Context: an optimization exercise on an open-source flow, tuned for small area, a short achievable clock period and few clock cycles per item. The choices shown serve that exercise and are no tape-out recipe. Only simulation tests tie the RTL to the original design; equivalence was not proved. Power and IR drop assume default switching activity.

File: config.mk
export PLATFORM = sky130hd
export DESIGN_NAME = gyro_quaternion_integrator
export DESIGN_NICKNAME = gyro_quaternion_integrator
export VERILOG_FILES = /design/flow/design.v
export SDC_FILE = /design/flow/constraint.sdc
export NUM_CORES = 4
export LEC_CHECK = 0
export CAP_MARGIN = 20
export CORE_MARGIN = 2
export CORE_UTILIZATION = 40
export SLEW_MARGIN = 20
File: constraint.sdc
create_clock -name core_clock -period 12.0 [get_ports {clock}]
set_input_delay 2.4000 -clock core_clock [delete_from_list [all_inputs] [get_ports {clock}]]
set_output_delay 2.4000 -clock core_clock [all_outputs]
set_load 0.01 [all_outputs]
File: design.v
package gqi_pkg;
   localparam int QUAT_FRAC = 30;
   localparam int H_FRAC    = 24;
   localparam int DIV_NUM_W = 32 + QUAT_FRAC;
   localparam logic [31:0] STEP_RESET = 32'd374806;
   localparam logic [15:0] CONF_DONE  = 16'd62259;
   localparam logic [31:0] NORM_MIN   =
      32'((((64'd1 << QUAT_FRAC) + 64'd5000) / 64'd10000));
   localparam logic signed [31:0] QUAT_ONE = 32'sd1 <<< QUAT_FRAC;
   typedef struct packed {
      logic start;
      logic is_sqrt;
   } gqi_cmd_type;
   typedef struct packed {
      logic [1:0] h_sel;
      logic [1:0] q_sel;
      logic       neg;
   } gqi_term_type;
   function automatic gqi_term_type term_of(input logic [1:0] k, input logic [1:0] t);
      gqi_term_type r;
      r = '0;
      case ({k, t})
         4'b00_00: r = {2'd0, 2'd1, 1'b1};
         4'b00_01: r = {2'd1, 2'd2, 1'b1};
         4'b00_10: r = {2'd2, 2'd3, 1'b1};
         4'b01_00: r = {2'd0, 2'd0, 1'b0};
         4'b01_01: r = {2'd2, 2'd2, 1'b0};
         4'b01_10: r = {2'd1, 2'd3, 1'b1};
         4'b10_00: r = {2'd1, 2'd0, 1'b0};
         4'b10_01: r = {2'd2, 2'd1, 1'b1};
         4'b10_10: r = {2'd0, 2'd3, 1'b0};
         4'b11_00: r = {2'd2, 2'd0, 1'b0};
         4'b11_01: r = {2'd1, 2'd1, 1'b0};
         4'b11_10: r = {2'd0, 2'd2, 1'b1};
         default:  r = '0;
      endcase
      term_of = r;
   endfunction
endpackage
module gqi_iter (
   input  logic                clock,
   input  logic                reset,
   input  gqi_pkg::gqi_cmd_type cmd,
   input  logic [63:0]         opa,
   input  logic [31:0]         den,
   output logic                done,
   output logic [31:0]         result
);
   logic [5:0]  count_ff, count_in;
   logic        sqrt_ff, sqrt_in;
   logic        done_ff, done_in;
   logic [33:0] rem_ff, rem_in;
   logic [31:0] res_ff, res_in;
   logic [63:0] sh_ff, sh_in;
   logic [31:0] den_ff, den_in;
   logic [33:0] op_a, op_b;
   logic [34:0] diff;
   logic        ge;
   always_comb begin
      if (sqrt_ff) begin
         op_a = {rem_ff[31:0], sh_ff[63:62]};
         op_b = {res_ff, 2'b01};
      end else begin
         op_a = {1'b0, rem_ff[31:0], sh_ff[63]};
         op_b = {2'b00, den_ff};
      end
      diff = {1'b0, op_a} - {1'b0, op_b};
      ge   = ~diff[34];
   end
   always_comb begin
      count_in = count_ff;
      sqrt_in  = sqrt_ff;
      done_in  = 1'b0;
      rem_in   = rem_ff;
      res_in   = res_ff;
      sh_in    = sh_ff;
      den_in   = den_ff;
      if (cmd.start) begin
         sqrt_in = cmd.is_sqrt;
         res_in  = '0;
         den_in  = den;
         if (cmd.is_sqrt) begin
            count_in = 6'd32;
            rem_in   = '0;
            sh_in    = opa;
         end else begin
            count_in = 6'd31;
            rem_in   = 34'(opa[gqi_pkg::DIV_NUM_W-1:31]);
            sh_in    = {opa[30:0], 33'b0};
         end
      end else if (count_ff != '0) begin
         count_in = count_ff - 6'd1;
         rem_in   = ge ? diff[33:0] : op_a;
         res_in   = {res_ff[30:0], ge};
         sh_in    = sqrt_ff ? {sh_ff[61:0], 2'b00} : {sh_ff[62:0], 1'b0};
         done_in  = (count_ff == 6'd1);
      end
   end
   always_ff @(posedge clock) begin
      if (reset) begin
         count_ff <= '0;
         done_ff  <= 1'b0;
         sqrt_ff  <= 1'b0;
      end else begin
         count_ff <= count_in;
         done_ff  <= done_in;
         sqrt_ff  <= sqrt_in;
      end
      rem_ff <= rem_in;
      res_ff <= res_in;
      sh_ff  <= sh_in;
      den_ff <= den_in;
   end
   assign done   = done_ff;
   assign result = res_ff;
endmodule
module gyro_quaternion_integrator (
   input  logic               clock,
   input  logic               reset,
   input  logic               req_valid,
   output logic               req_stall,
   input  logic signed [31:0] req_rate_x,
   input  logic signed [31:0] req_rate_y,
   input  logic signed [31:0] req_rate_z,
   input  logic               req_accel_ok,
   input  logic               req_gyro_ok,
   input  logic               req_mag_ok,
   output logic               rsp_valid,
   input  logic               rsp_stall,
   output logic signed [31:0] rsp_quat_w,
   output logic signed [31:0] rsp_quat_x,
   output logic signed [31:0] rsp_quat_y,
   output logic signed [31:0] rsp_quat_z,
   output logic [15:0]        rsp_confidence,
   output logic               rsp_applied,
   input  logic               csr_wr_en,
   input  logic [31:0]        csr_wr_data
);
   localparam logic [3:0] S_IDLE      = 4'd0;
   localparam logic [3:0] S_HMUL      = 4'd1;
   localparam logic [3:0] S_QMUL      = 4'd2;
   localparam logic [3:0] S_SQUARE    = 4'd3;
   localparam logic [3:0] S_SQRT_GO   = 4'd4;
   localparam logic [3:0] S_SQRT_WAIT = 4'd5;
   localparam logic [3:0] S_DIV_GO    = 4'd6;
   localparam logic [3:0] S_DIV_WAIT  = 4'd7;
   localparam logic [3:0] S_DONE      = 4'd8;
   localparam logic signed [40:0] H_LIM = 41'sd1 <<< 30;
   localparam logic signed [41:0] Q_LIM = 42'sd2147483647;
   logic [3:0]  state_ff, state_in;
   logic [1:0]  cnt_ff, cnt_in;
   logic [1:0]  t_ff, t_in;
   logic        ph_ff, ph_in;
   logic [31:0] sf_ff, sf_in;
   logic        upd_ff, upd_in;
   logic [2:0][31:0] rate_ff;
   logic [2:0][31:0] rate_in;
   logic [2:0][31:0] h_ff;
   logic [2:0][31:0] h_in;
   logic [3:0][31:0] q_ff;
   logic [3:0][31:0] q_in;
   logic [3:0][31:0] n_ff;
   logic [3:0][31:0] n_in;
   logic signed [65:0] acc_ff, acc_in;
   logic signed [64:0] prod_ff;
   logic [63:0]        sumsq_ff, sumsq_in;
   logic [31:0]        norm_ff, norm_in;
   logic               rsp_valid_ff, rsp_valid_in;
   logic [3:0][31:0] rsp_q_ff;
   logic [3:0][31:0] rsp_q_in;
   logic [15:0]        rsp_conf_ff, rsp_conf_in;
   logic               rsp_app_ff, rsp_app_in;
   logic signed [31:0] mul_a;
   logic signed [32:0] mul_b;
   logic signed [64:0] mul_p;
   gqi_pkg::gqi_term_type term;
   logic signed [64:0] h_rnd;
   logic signed [40:0] h_sh;
   logic signed [31:0] h_sat;
   logic signed [65:0] base, addend, sum, q_rnd;
   logic signed [41:0] q_sh;
   logic signed [31:0] n_sat;
   logic [30:0]                     mag;
   logic [gqi_pkg::DIV_NUM_W-1:0]   div_num;
   gqi_pkg::gqi_cmd_type            cmd;
   logic                            it_done;
   logic [31:0]                     it_res;
   logic                            req_take;
   gqi_iter u_iter (
      .clock  (clock),
      .reset  (reset),
      .cmd    (cmd),
      .opa    ((state_ff == S_SQRT_GO) ? sumsq_ff : 64'(div_num)),
      .den    (norm_ff),
      .done   (it_done),
      .result (it_res)
   );
   assign req_stall = (state_ff != S_IDLE) | rsp_valid_ff;
   assign req_take  = req_valid & ~req_stall;
   always_comb begin
      term  = gqi_pkg::term_of(cnt_ff, t_ff);
      mul_a = '0;
      mul_b = '0;
      case (state_ff)
         S_HMUL: begin
            mul_a = $signed(rate_ff[cnt_ff]);
            mul_b = {1'b0, sf_ff};
         end
         S_QMUL: begin
            mul_a = $signed(h_ff[term.h_sel]);
            mul_b = 33'($signed(q_ff[term.q_sel]));
         end
         S_SQUARE: begin
            mul_a = n_ff[cnt_ff];
            mul_b = 33'($signed(n_ff[cnt_ff]));
         end
         default: begin
            mul_a = '0;
            mul_b = '0;
         end
      endcase
      mul_p = mul_a * mul_b;
   end
   always_comb begin
      h_rnd = prod_ff + (65'sd1 <<< (gqi_pkg::H_FRAC - 1));
      h_sh  = h_rnd[64:gqi_pkg::H_FRAC];
      if (h_sh > H_LIM)
         h_sat = 32'(H_LIM);
      else if (h_sh < -H_LIM)
         h_sat = 32'(-H_LIM);
      else
         h_sat = 32'(h_sh);
      base   = (t_ff == 2'd0) ? (66'($signed(q_ff[cnt_ff])) <<< gqi_pkg::H_FRAC) : acc_ff;
      addend = term.neg ? -(66'(prod_ff)) : 66'(prod_ff);
      sum    = base + addend;
      q_rnd  = sum + (66'sd1 <<< (gqi_pkg::H_FRAC - 1));
      q_sh   = q_rnd[65:gqi_pkg::H_FRAC];
      if (q_sh > Q_LIM)
         n_sat = 32'(Q_LIM);
      else if (q_sh < -Q_LIM)
         n_sat = 32'(-Q_LIM);
      else
         n_sat = 32'(q_sh);
      mag     = n_ff[cnt_ff][31] ? 31'(-n_ff[cnt_ff]) : n_ff[cnt_ff][30:0];
      div_num = (gqi_pkg::DIV_NUM_W'(mag) << gqi_pkg::QUAT_FRAC)
              + gqi_pkg::DIV_NUM_W'(norm_ff >> 1);
   end
   always_comb begin
      state_in     = state_ff;
      cnt_in       = cnt_ff;
      t_in         = t_ff;
      ph_in        = ph_ff;
      sf_in        = csr_wr_en ? csr_wr_data : sf_ff;
      upd_in       = upd_ff;
      rate_in      = rate_ff;
      h_in         = h_ff;
      q_in         = q_ff;
      n_in         = n_ff;
      acc_in       = acc_ff;
      sumsq_in     = sumsq_ff;
      norm_in      = norm_ff;
      rsp_valid_in = rsp_valid_ff & rsp_stall;
      rsp_q_in     = rsp_q_ff;
      rsp_conf_in  = rsp_conf_ff;
      rsp_app_in   = rsp_app_ff;
      cmd          = '0;
      case (state_ff)
         S_IDLE: begin
            if (req_take) begin
               rate_in[0] = req_rate_x;
               rate_in[1] = req_rate_y;
               rate_in[2] = req_rate_z;
               cnt_in     = '0;
               t_in       = '0;
               ph_in      = 1'b0;
               if (req_accel_ok & req_gyro_ok & req_mag_ok) begin
                  state_in = S_HMUL;
               end else begin
                  rsp_valid_in = 1'b1;
                  rsp_q_in     = q_ff;
                  rsp_conf_in  = upd_ff ? gqi_pkg::CONF_DONE : 16'd0;
                  rsp_app_in   = 1'b0;
               end
            end
         end
         S_HMUL: begin
            ph_in = ~ph_ff;
            if (ph_ff) begin
               h_in[cnt_ff] = h_sat;
               if (cnt_ff == 2'd2) begin
                  cnt_in   = '0;
                  state_in = S_QMUL;
               end else begin
                  cnt_in = cnt_ff + 2'd1;
               end
            end
         end
         S_QMUL: begin
            ph_in = ~ph_ff;
            if (ph_ff) begin
               acc_in = sum;
               if (t_ff == 2'd2) begin
                  n_in[cnt_ff] = n_sat;
                  t_in         = '0;
                  cnt_in       = cnt_ff + 2'd1;
                  if (cnt_ff == 2'd3)
                     state_in = S_SQUARE;
               end else begin
                  t_in = t_ff + 2'd1;
               end
            end
         end
         S_SQUARE: begin
            ph_in = ~ph_ff;
            if (ph_ff) begin
               sumsq_in = ((cnt_ff == 2'd0) ? 64'd0 : sumsq_ff) + prod_ff[63:0];
               cnt_in   = cnt_ff + 2'd1;
               if (cnt_ff == 2'd3)
                  state_in = S_SQRT_GO;
            end
         end
         S_SQRT_GO: begin
            cmd      = {1'b1, 1'b1};
            state_in = S_SQRT_WAIT;
         end
         S_SQRT_WAIT: begin
            if (it_done) begin
               norm_in = it_res;
               cnt_in  = '0;
               if (it_res > gqi_pkg::NORM_MIN) begin
                  state_in = S_DIV_GO;
               end else begin
                  q_in     = n_ff;
                  state_in = S_DONE;
               end
            end
         end
         S_DIV_GO: begin
            cmd      = {1'b1, 1'b0};
            state_in = S_DIV_WAIT;
         end
         S_DIV_WAIT: begin
            if (it_done) begin
               q_in[cnt_ff] = n_ff[cnt_ff][31] ? -it_res : it_res;
               cnt_in       = cnt_ff + 2'd1;
               state_in     = (cnt_ff == 2'd3) ? S_DONE : S_DIV_GO;
            end
         end
         S_DONE: begin
            upd_in       = 1'b1;
            rsp_valid_in = 1'b1;
            rsp_q_in     = q_ff;
            rsp_conf_in  = gqi_pkg::CONF_DONE;
            rsp_app_in   = 1'b1;
            state_in     = S_IDLE;
         end
         default: begin
            state_in = S_IDLE;
         end
      endcase
   end
   always_ff @(posedge clock) begin
      if (reset) begin
         state_ff     <= S_IDLE;
         cnt_ff       <= '0;
         t_ff         <= '0;
         ph_ff        <= 1'b0;
         sf_ff        <= gqi_pkg::STEP_RESET;
         upd_ff       <= 1'b0;
         q_ff[0]      <= gqi_pkg::QUAT_ONE;
         q_ff[1]      <= '0;
         q_ff[2]      <= '0;
         q_ff[3]      <= '0;
         rsp_valid_ff <= 1'b0;
      end else begin
         state_ff     <= state_in;
         cnt_ff       <= cnt_in;
         t_ff         <= t_in;
         ph_ff        <= ph_in;
         sf_ff        <= sf_in;
         upd_ff       <= upd_in;
         q_ff         <= q_in;
         rsp_valid_ff <= rsp_valid_in;
      end
      rate_ff     <= rate_in;
      h_ff        <= h_in;
      n_ff        <= n_in;
      acc_ff      <= acc_in;
      prod_ff     <= mul_p;
      sumsq_ff    <= sumsq_in;
      norm_ff     <= norm_in;
      rsp_q_ff    <= rsp_q_in;
      rsp_conf_ff <= rsp_conf_in;
      rsp_app_ff  <= rsp_app_in;
   end
   assign rsp_valid      = rsp_valid_ff;
   assign rsp_quat_w     = rsp_q_ff[0];
   assign rsp_quat_x     = rsp_q_ff[1];
   assign rsp_quat_y     = rsp_q_ff[2];
   assign rsp_quat_z     = rsp_q_ff[3];
   assign rsp_confidence = rsp_conf_ff;
   assign rsp_applied    = rsp_app_ff;
endmodule
File: run.sh
#!/bin/bash
# synth_recipe.tcl (not shown) runs the flow's synth.tcl, then flattens the netlist and writes it again
# the make line also repeats each setting of config.mk as NAME=value (left out here)
make -C /OpenROAD-flow-scripts/flow DESIGN_CONFIG=/design/flow/config.mk WORK_HOME=/design/flow/orfs CLKGATE_MAP_FILE= SYNTH_SCRIPT=/design/flow/synth_recipe.tcl finish
==> impl_results.md <==
* Mux contribution to synthesized area at roughly 5.3%
* Clk pwr share at between 10% and 20%
* Setup ws final at roughly 1.0 ns
* Top post-synthesis cells by area: fa_1, edfxtp_1, dfxtp_1, inv_1, ha_1
* Synth-to-layout area growth at 11.69%
* WS Path Type: reg -> reg
* Row cnt at 180
* Die X at around 500 um
* Final Hold Vio Count at 0
* Final Skew at between 0.08 and 0.09 ns
* Met3 Use GR at 8.048%
* VDD IR max at a little over 400 uV
* Starting DRC count in detailed routing at approximately 9500
* Post-DP HPWL at between 200000 and 300000 um
* Fin crit share at between 90% and 100%
* Met1 global-route usage at about two fifths
* Post-synthesis adder-cell area fraction at about 28%
* Crit path top cell by count: fa_1
* Dominant synthesized flop cell: edfxtp_1
* Total gr overflow at 0
* Core ar. at 0.2403 mm2
* Total power at about 23000 uW
* Mapped Avg Cell Area at ~9.6 um2
* Hold WC Path Type: reg -> reg
* CTS Hold Bufs at 0
* I/O Pins at 283
* Nets at about 12000
* RSZ-0062 raised after global routing: no
* EDFF count, synth at 740
* Clock Tree Buf Depth at 3
* Tot GR Track Use at between 20% and 30%
* Startpoint Class: register
* Largest stage delay, worst path at between 0.6 and 0.7 ns
* Final wirelength at approximately 370000 um
* Dpl cell area at between 0.1 and 0.15 mm2
* Simple-Gate Fraction of Synth Area at 14.26%
* Req. time, crit path at approximately 13 ns
* CTS sink count at ~1000
* Setup repair bufs after CTS at 0
* Slew Limit Headroom at about 18%
* Setup tns final at 0 ns
* P per Cell Area at 209.2 mW/mm2
* Switching share of total power at roughly half
* Number of port buffers at 276
* Setup violators final at 0
* Cts bufs inserted at between 100 and 150
* Slew at the pin with the worst max-slew slack at around 1.2 ns
* Drt pass-1 iters at 6
* Asr flop ratio synth at 0%
* Share of cells above drive strength 1 at approximately 7.9%
* Logic pwr share at between 50% and 60%
* Largest family of logic cells by synthesized area: adder cells
* Worst-skew pair later-pin latency at 0.84 ns
* Synth Area in Compound Gates at between 10% and 20%
* Largest net degree at the start of global routing at a little under 100
* Multi-input gate area at 0.06204 mm2
* Static Leak at 0.04539 uW
* Total number of vias at between 70000 and 80000
* Fin Hold WS at 0.4260 ns
* Post-Synth XOR/XNOR Area at approximately 3.7%
* Unique cell type count in the Yosys netlist at between 100 and 150
* Setup slack at placement at 1.135 ns
* CP Data Arrival Time at about 12 ns
* Status: no timing/DRC/antenna violations
* Max Cap Violations at 0
* Most frequent cells in the layout: inv_1, fa_1, nand2_1, nor2_1, edfxtp_1
* DRC at 0
* Initial Util at 40.19%
* Pint at 11360 uW
* Max Fclk at ~91 MHz
* Yosys reg bits at 1016
* Vias in the first global route at 78980
* Commonest non-fill, non-tap cell in the layout: inv_1
* Sequential element share of the synthesized area at around 29%
* Cell count after synthesis at approximately 10000
* Initial antenna violation count at 26
* Die height at 495.4 um
* Synth top area share at 23.11%
* CP max stage cell: mux4_2
* Reg area at ~0.028 mm2
* Routing usage on met2 at between 40% and 50%
* Synth Cell Area at ~0.097 mm2
* Clock Pin Slew Worst Setup and Hold Paths at 0.07 ns
* Global-route wire length before repair at ~540000 um
* Syn. warnings at 2
* Crit end category: register
* Finished layout cell area at between 0.1 and 0.15 mm2
* NetSw at 11210 uW
* GR peak layer: met2
* Crit path max fanout at 43
* WL/cell at 27.34 um
* Die ar. at about 0.25 mm2
* Sequential share of power at between 20% and 30%
* Routed Antenna Nets at 0
* Crit path time final at ~11 ns
* Final GP Congestion at slightly above 1
* Clock root cell: clkbuf_16
* Area leader, netlist: fa_1
* H-tree depth at 3
* Post-CTS Resized at 0
* Fillcell total at 22850
* Via/cell ratio at 5.936
* CTS tree: yes
* Slew Viols, Final at 0
## cell usage after synthesis (70+ instances only)
library cell and number:
inv_1 1240, fa_1 1115, nand2_1 1104, nor2_1 1028
edfxtp_1 740, a21oi_1 530, clkbuf_1 500, ha_1 371
o21ai_0 349, dfxtp_1 276, xnor2_1 253, mux2i_1 218
nor3_1 184, nor2b_1 165, xor2_1 150, a21o_1 111
a221o_1 109, a221oi_1 99, nand3_1 97, a211oi_1 96
mux4_2 96, o2bb2ai_1 95, nand2b_1 73, and3_1 70
## path summary, 6_finish.rpt
path	startpoint	end	slack [ns]	depth (start not counted)
min reg2reg	norm_ff[0]	u_iter.den_ff[0]	0.43	0
max reg2reg	cnt_ff[0]	prod_ff[61]	1.0	39
min	norm_ff[0]	u_iter.den_ff[0]	0.43	0
max	cnt_ff[0]	prod_ff[61]	1.0	39
## critical path: cells and delay by family, from the launching register on
| family | cells | cell delay (ns) |
|---|---|---|
| xor+xnor | 1 | 0.16 |
| flops | 1 | 0.45 |
| mux | 1 | 0.65 |
| simple gates | 4 | 0.64 |
| compound gates | 14 | 3.20 |
| fa+ha+maj | 9 | 4.34 |
| buf+inv | 10 | 1.39 |
## flip-flops by register name, summed over array words and instances, names as in the netlist, 64 cells and up
signal	cells
acc_ff	66
h_ff	96
n_ff	128
prod_ff	65
q_ff	128
rate_ff	96
rsp_q_ff	128
sumsq_ff	64
u_iter.sh_ff	64
## through the flow
| step | cells | util (%) |
|---|---|---|
| final | 13440 | 44.89 |
| after floorplan | 10050 | - |
| after global placement | 13210 | 43.12 |
| after global routing | 13430 | 44.88 |
| after CTS | 13430 | 44.85 |
| after detailed placement | 13210 | 43.13 |
## area by class of cell
type,count,area share (%)
diodes,8,0.01856
clock buffers,140,2.908
clock inverters,78,0.9418
inverters,1246,4.346
multi-input cells,7179,57.51
flip-flops and latches,1016,25.74
well taps,3185,3.694
repair buffers,587,4.843
## power by group through the flow
| stage | clock (uW) | sequential, uW | combinational, uW |
|---|---|---|---|
| finish | 3910 | 5370 | 13300 |
| global route | 4080 | 5400 | 14200 |
| CTS | 3950 | 5340 | 13000 |
| detailed placement | 0 | 5400 | 12900 |
| global placement | 0 | 5390 | 12700 |
| floorplan | 0 | 5100 | 8700 |
## layer usage
metal  vias up  wire length (um)
met5         -               249
met4         8             23250
met3       862             41660
met2      4592            156500
met1     40100            145800
li1      34210                 -
## cells by family (layout without fill, tap and decap cells)
kind of cell,Yosys count,after routing
AOI/OAI and AO/OA,1840,1840
DFF,1016,1016
xor gates and xnor gates,404,404
muxes,383,383
buffers and inverters,1856,2051
adders and majority gates,1486,1486
and+or+nand+nor,3060,3060
other,1,14
Testbench counts, summed over its fixed seeds: cycles 314,595, items 1,600.

## afterwards: timing with drivers on the ports
Ports are ideal in the flow. The routed layout listed here was re-timed in OpenROAD. Step 1: set_driving_cell puts a clkbuf_16 on clock and a buf_2 on each other input, an assumption about the parent block. Step 2 also shifts input and output timing later by t, the mid clock arrival at the registers, as if the neighbouring blocks saw the same clock. a / b / c = ideal ports / drivers / drivers and shift; a / b = the first two.
t (ns): 0.895
setup slack, ns: 0.998 / 0.998 / 0.998
worst setup path at the end: register to register
cell pins on the clock port's net: 1
After both steps setup and hold are still met in this run. The setup slack of this run moves by 0.000 ns with the drivers and by 0.000 ns with both steps.
